This is an optimization exercise on Yosys and OpenROAD, whose aim is small area, not a production implementation. Function was checked by simulation only, so behaviour that the tests miss may differ from the original. The clock port is modelled as an ideal driver; clocking choices that lean on that would not hold on a real chip. No activity file was given, so power comes from the tool's default toggle rates.

==> v21: inputs <==
## split_cache_top
module split_cache_top (
    input  logic                 clk_i,
    input  logic                 rst_n_i,
    input  logic                 cmd_valid_i,
    input  logic [34:0]          cmd_i,
    output logic                 rsp_valid_o,
    output logic [7:0]           rsp_o,
    output logic [31:0]          stats_o
);
    localparam int TAG_W   = cache_pkg::TAG_W;
    localparam int D_WAYS  = cache_pkg::D_WAYS;
    localparam int I_WAYS  = cache_pkg::I_WAYS;
    localparam int D_AGE_W = $clog2(D_WAYS);
    localparam int I_AGE_W = $clog2(I_WAYS);
    logic                          d_lookup_en;
    logic                          i_lookup_en;
    logic [2:0]                    op;
    logic [TAG_W-1:0]              tag;
    logic [cache_pkg::NUM_SETS-1:0] set_sel;
    logic [D_WAYS*TAG_W-1:0]       d_tag_set;
    logic [D_WAYS*2-1:0]           d_mesi_set;
    logic [(D_WAYS-2)*D_AGE_W:0]   d_age_set;
    logic [D_WAYS-1:0]             d_tag_we;
    logic                          d_state_we;
    logic [D_WAYS*2-1:0]           d_mesi_wr;
    logic [(D_WAYS-2)*D_AGE_W:0]   d_age_wr;
    logic                          d_hit;
    logic [cache_pkg::WAY_W-1:0]   d_way;
    logic [1:0]                    d_mesi;
    logic                          d_victim_dirty;
    logic [I_WAYS*TAG_W-1:0]       i_tag_set;
    logic [I_WAYS*2-1:0]           i_mesi_set;
    logic [(I_WAYS-2)*I_AGE_W:0]   i_age_set;
    logic [I_WAYS-1:0]             i_tag_we;
  ...
==> module command_router, before the edit <==
module command_router (
    input  logic                           clk_i,
    input  logic                           rst_n_i,
    input  logic                           cmd_valid_i,
    input  logic [34:0]                    cmd_i,
    output logic                           d_lookup_en_o,
    output logic                           i_lookup_en_o,
    output logic [2:0]                     op_o,
    output logic [cache_pkg::TAG_W-1:0]    tag_o,
    output logic [cache_pkg::NUM_SETS-1:0] set_sel_o,
    input  logic                           d_hit_i,
    input  logic [cache_pkg::WAY_W-1:0]    d_way_i,
    input  logic [1:0]                     d_mesi_i,
    input  logic                           d_victim_dirty_i,
    input  logic                           i_hit_i,
    input  logic [cache_pkg::WAY_W-1:0]    i_way_i,
    input  logic [1:0]                     i_mesi_i,
    input  logic                           i_victim_dirty_i,
    output logic                           rsp_valid_o,
    output logic [7:0]                     rsp_o,
    output logic [31:0]                    stats_o
);
    logic                          s1_valid_q;
    logic [2:0]                    s1_op_q;
    logic [cache_pkg::TAG_W-1:0]   s1_tag_q;
    logic [cache_pkg::INDEX_W-1:0] s1_index_q;
    logic                          s1_snoop;
    logic                          s1_fetch;
    logic                          s1_data;
    logic [7:0]                    merged;
    logic [cache_pkg::CNT_W-1:0]   hit_count_q;
    logic [cache_pkg::CNT_W-1:0]   miss_count_q;
    always_ff @(posedge clk_i) begin
        if (!rst_n_i) begin
            s1_valid_q <= 1'b0;
        end else begin
            s1_valid_q <= cmd_valid_i;
        end
    end
    always_ff @(posedge clk_i) begin
        s1_op_q    <= cmd_i[34:32];
        s1_tag_q   <= cmd_i[31:10];
        s1_index_q <= cmd_i[9:6];
    end
    assign s1_snoop = (s1_op_q == cache_pkg::OP_SNOOP_INV) || (s1_op_q == cache_pkg::OP_SNOOP_RD);
    assign s1_fetch = (s1_op_q == cache_pkg::OP_FETCH);
    assign s1_data  = (s1_op_q == cache_pkg::OP_READ) || (s1_op_q == cache_pkg::OP_WRITE);
    assign d_lookup_en_o = s1_valid_q && (s1_data || s1_snoop);
    assign i_lookup_en_o = s1_valid_q && (s1_fetch || s1_snoop);
    assign op_o          = s1_op_q;
    assign tag_o         = s1_tag_q;
    always_comb begin
        for (int s = 0; s < cache_pkg::NUM_SETS; s++) begin
            set_sel_o[s] = (s1_index_q == cache_pkg::INDEX_W'(s));
        end
    end
    always_comb begin
        if (s1_snoop) begin
            if (d_hit_i) merged = {1'b1, d_way_i, d_mesi_i, 1'b0, 1'b0};
            else         merged = {i_hit_i, i_way_i, i_mesi_i, 1'b0, 1'b1};
        end else if (s1_fetch) begin
            merged = {i_hit_i, i_way_i, i_mesi_i, 1'b0, 1'b1};
        end else begin
            merged = {d_hit_i, d_way_i, d_mesi_i, d_victim_dirty_i, 1'b0};
        end
    end
    always_ff @(posedge clk_i) begin
        if (!rst_n_i) begin
            rsp_valid_o  <= 1'b0;
            hit_count_q  <= '0;
            miss_count_q <= '0;
        end else begin
            rsp_valid_o <= s1_valid_q;
            if (s1_valid_q && !s1_snoop) begin
                if (merged[7]) begin
                    hit_count_q <= hit_count_q + 1'b1;
                end else begin
                    miss_count_q <= miss_count_q + 1'b1;
                end
            end
        end
    end
    assign stats_o = {hit_count_q, miss_count_q};
    always_ff @(posedge clk_i) begin
        rsp_o <= merged;
    end
endmodule
==> flow/config.mk <==
export PLATFORM = sky130hd
export DESIGN_NAME = split_cache_top
export DESIGN_NICKNAME = split_cache_top
export VERILOG_FILES = /design/flow/design.v
export SDC_FILE = /design/flow/constraint.sdc
export NUM_CORES = 4
export LEC_CHECK = 0
export CAP_MARGIN = 10
export CORE_MARGIN = 2
export CORE_UTILIZATION = 65
export PLACE_DENSITY = 0.75
export SLEW_MARGIN = 10
==> flow/constraint.sdc <==
create_clock -name core_clock -period 12.0 [get_ports {clk_i}]
set_input_delay 2.4000 -clock core_clock [delete_from_list [all_inputs] [get_ports {clk_i}]]
set_output_delay 2.4000 -clock core_clock [all_outputs]
set_load 0.01 [all_outputs]
standard.sh (not shown) runs the stock make flow with config.mk's settings and CLKGATE_MAP_FILE= SYNTH_SCRIPT=/design/flow/synth_recipe.tcl, a recipe that flattens the netlist after the stock synthesis.
==> flow/flow/run.sh <==
#!/bin/bash
# Standard layout with four changes:
#  - synthesis maps the logic with an area-oriented ABC script (flow/abc_speed.script
#    replaces ORFS's); registers are mapped exactly as in the standard synthesis;
#  - the ports are buffered with buf_1;
#  - clock tree synthesis uses clkbuf_4 in clusters of at most 10 sinks (clkbuf_8 higher
#    up the tree) and no dummy loads;
#  - after clock tree synthesis, flow/post_cts.tcl upsizes the clock buffers whose
#    flip-flop clock pins have a slow slew.
set -euo pipefail
rm -rf orfs_scripts
cp -r "$FLOW_HOME/scripts" orfs_scripts
cp flow/abc_speed.script orfs_scripts/abc_speed.script
export SCRIPTS_DIR="$PWD/orfs_scripts"
export BUFFER_PORTS_ARGS="-buffer_cell sky130_fd_sc_hd__buf_1"
export CTS_ARGS="-sink_clustering_enable -repair_clock_nets -dont_use_dummy_load -buf_list {sky130_fd_sc_hd__clkbuf_4 sky130_fd_sc_hd__clkbuf_8} -sink_clustering_buffer sky130_fd_sc_hd__clkbuf_4 -sink_clustering_size 10 -sink_clustering_max_diameter 45"
export POST_CTS_TCL="$PWD/flow/post_cts.tcl"
bash standard.sh finish > standard.log 2>&1
==> flow/flow/abc_speed.script <==
&get -n
&st
&dch -f
&nf -R 1000 -a -A 8 -F 8
&put
==> flow/flow/post_cts.tcl <==
# Upsize the clock buffers that drive flip-flop clock pins with a slow slew,
# then legalize the placement again.
proc my_slow_clk_drivers { limit } {
  set drivers [dict create]
  foreach pin [get_pins -hierarchical */CLK] {
    set s [get_property $pin slew_max]
    if { $s > $limit } {
      set net [get_nets -of_objects $pin]
      foreach d [get_pins -of_objects $net -filter "direction==output"] {
        dict set drivers [get_full_name [get_cells -of_objects $d]] 1
      }
    }
  }
  return [dict keys $drivers]
}
set my_clk_slew_target 0.100
for { set i 0 } { $i < 3 } { incr i } {
  estimate_parasitics -placement
  set slow [my_slow_clk_drivers $my_clk_slew_target]
  puts "post-CTS clock slew pass $i: [llength $slow] slow drivers"
  if { [llength $slow] == 0 } { break }
  foreach inst $slow {
    set master [get_property [get_cells $inst] ref_name]
    set bigger ""
    if { $master eq "sky130_fd_sc_hd__clkbuf_4" } { set bigger sky130_fd_sc_hd__clkbuf_8 }
    if { $master eq "sky130_fd_sc_hd__clkbuf_8" } { set bigger sky130_fd_sc_hd__clkbuf_16 }
    if { $bigger ne "" } {
      puts "  $inst $master -> $bigger"
      replace_cell $inst $bigger
    }
  }
  detailed_placement
}
estimate_parasitics -placement
==> inputs of v6, as changes to v21 <==
--- a/flow/design.v
+++ b/flow/design.v
@@ -302,3 +302,3 @@
         end else if (s1_fetch) begin
-            merged = {i_hit_i, i_way_i, i_mesi_i, 1'b0, 1'b1};
+            merged = {i_hit_i, i_way_i, i_mesi_i, i_victim_dirty_i, 1'b1};
         end else begin
--- a/flow/flow/run.sh
+++ b/flow/flow/run.sh
@@ -15,3 +15,3 @@
 export BUFFER_PORTS_ARGS="-buffer_cell sky130_fd_sc_hd__buf_1"
-export CTS_ARGS="-sink_clustering_enable -repair_clock_nets -dont_use_dummy_load -buf_list {sky130_fd_sc_hd__clkbuf_4 sky130_fd_sc_hd__clkbuf_8} -sink_clustering_buffer sky130_fd_sc_hd__clkbuf_4 -sink_clustering_size 10 -sink_clustering_max_diameter 45"
+export CTS_ARGS="-sink_clustering_enable -repair_clock_nets -dont_use_dummy_load -buf_list {sky130_fd_sc_hd__clkbuf_4 sky130_fd_sc_hd__clkbuf_8} -sink_clustering_buffer sky130_fd_sc_hd__clkbuf_4 -sink_clustering_size 10 -sink_clustering_max_diameter 30"
 export POST_CTS_TCL="$PWD/flow/post_cts.tcl"
==> inputs of v26, as changes to v21 <==
--- a/flow/design.v
+++ b/flow/design.v
@@ -302,3 +302,3 @@
         end else if (s1_fetch) begin
-            merged = {i_hit_i, i_way_i, i_mesi_i, 1'b0, 1'b1};
+            merged = {i_hit_i, i_way_i, i_mesi_i, i_victim_dirty_i, 1'b1};
         end else begin
==> flow/flow/run.sh (replaced) <==
#!/bin/bash
# Standard layout with three changes:
#  - synthesis maps the logic with an area-oriented ABC script (flow/abc_speed.script
#    replaces ORFS's); registers are mapped exactly as in the standard synthesis;
#  - clock tree synthesis uses clkbuf_8 in clusters of at most 20 sinks and no dummy loads;
#  - after clock tree synthesis, flow/post_cts.tcl upsizes the clock buffers whose
#    flip-flop clock pins have a slow slew.
set -euo pipefail
rm -rf orfs_scripts
cp -r "$FLOW_HOME/scripts" orfs_scripts
cp flow/abc_speed.script orfs_scripts/abc_speed.script
export SCRIPTS_DIR="$PWD/orfs_scripts"
export CTS_ARGS="-sink_clustering_enable -repair_clock_nets -dont_use_dummy_load -buf_list sky130_fd_sc_hd__clkbuf_8 -sink_clustering_size 20 -sink_clustering_max_diameter 50"
export POST_CTS_TCL="$PWD/flow/post_cts.tcl"
bash standard.sh finish > standard.log 2>&1
==> qor summary <==
| metric | v26 | v21 | v6 |
|---|---|---|---|
| Proportion of cell area occupied by multi-input gates | 15.15% | 15.01% | 15.22% |
| Number of antenna violations at the first check in global routing | 12 | 13 | 10 |
| Instance count after placement with tap cells included | 13.17k | 13.04k | 13.17k |
| Number of rows in the core area | 193 | 192 | 193 |
| Total power divided by cell area | 159.2 nW/um^2 | 157.4 nW/um^2 | 158.3 nW/um^2 |
| Sequential area share after synthesis | 84.01% | 84.29% | 84.01% |
| Proportion of cell area occupied by registers | 76.99% | 77.68% | 77.31% |
| First-pass GRT wire length | 669900 um | 680400 um | 681300 um |
| Fmax | 0.1001 GHz | 0.1032 GHz | 0.09983 GHz |
| Worst Setup SP | u_router.s1_index_q[2] | u_router.s1_index_q[0] | u_router.s1_index_q[2] |
| Total power draw | 31.31 mW | 30.69 mW | 31.00 mW |
| Startpoint of the most critical hold path | u_router.hit_count_q[15] | u_router.miss_count_q[15] | u_router.miss_count_q[15] |
| Die boundary height | 530.4 um | 529.5 um | 530.4 um |
| Post-layout utilization of the core | 71.25% | 71.11% | 70.96% |
| Buf/Inv on CP | 3 | 2 | 3 |
| Status | no timing/DRC/antenna violations | no timing/DRC/antenna violations | no timing/DRC/antenna violations |
| Worst r2r path cells | 22 | 24 | 21 |

afterwards: timing with drivers on the ports:
The flow's constraints put no driver on any port. The routed layouts listed below were extracted and timed again, unchanged, in two steps.
Step 1 (the two cells are an assumption about what drives the block):
set clk [get_ports {clk_i}]
set_driving_cell -lib_cell sky130_fd_sc_hd__clkbuf_16 $clk
set_driving_cell -lib_cell sky130_fd_sc_hd__buf_2 [delete_from_list [all_inputs] $clk]
Step 2 also shifts input and output timing later by t, the mid clock arrival at the registers, as if the neighbouring blocks saw the same clock.
Slacks: ideal / step 1 / step 2; pairs: ideal / step 1.
run	shift t [ns]	slack for setup (ns)	hold WS [ns]	worst setup path after step 2	pins driven straight from the clock port
v21	1.246	2.309 / 2.309 / 2.309	0.458 / 0.458 / 0.458	register to register	1
v6	1.284	1.983 / 1.983 / 1.983	0.459 / 0.459 / 0.459	register to register	1
v26	1.177	2.015 / 2.015 / 2.015	0.455 / 0.455 / 0.455	register to register	1
After both steps every run listed still meets setup and hold.
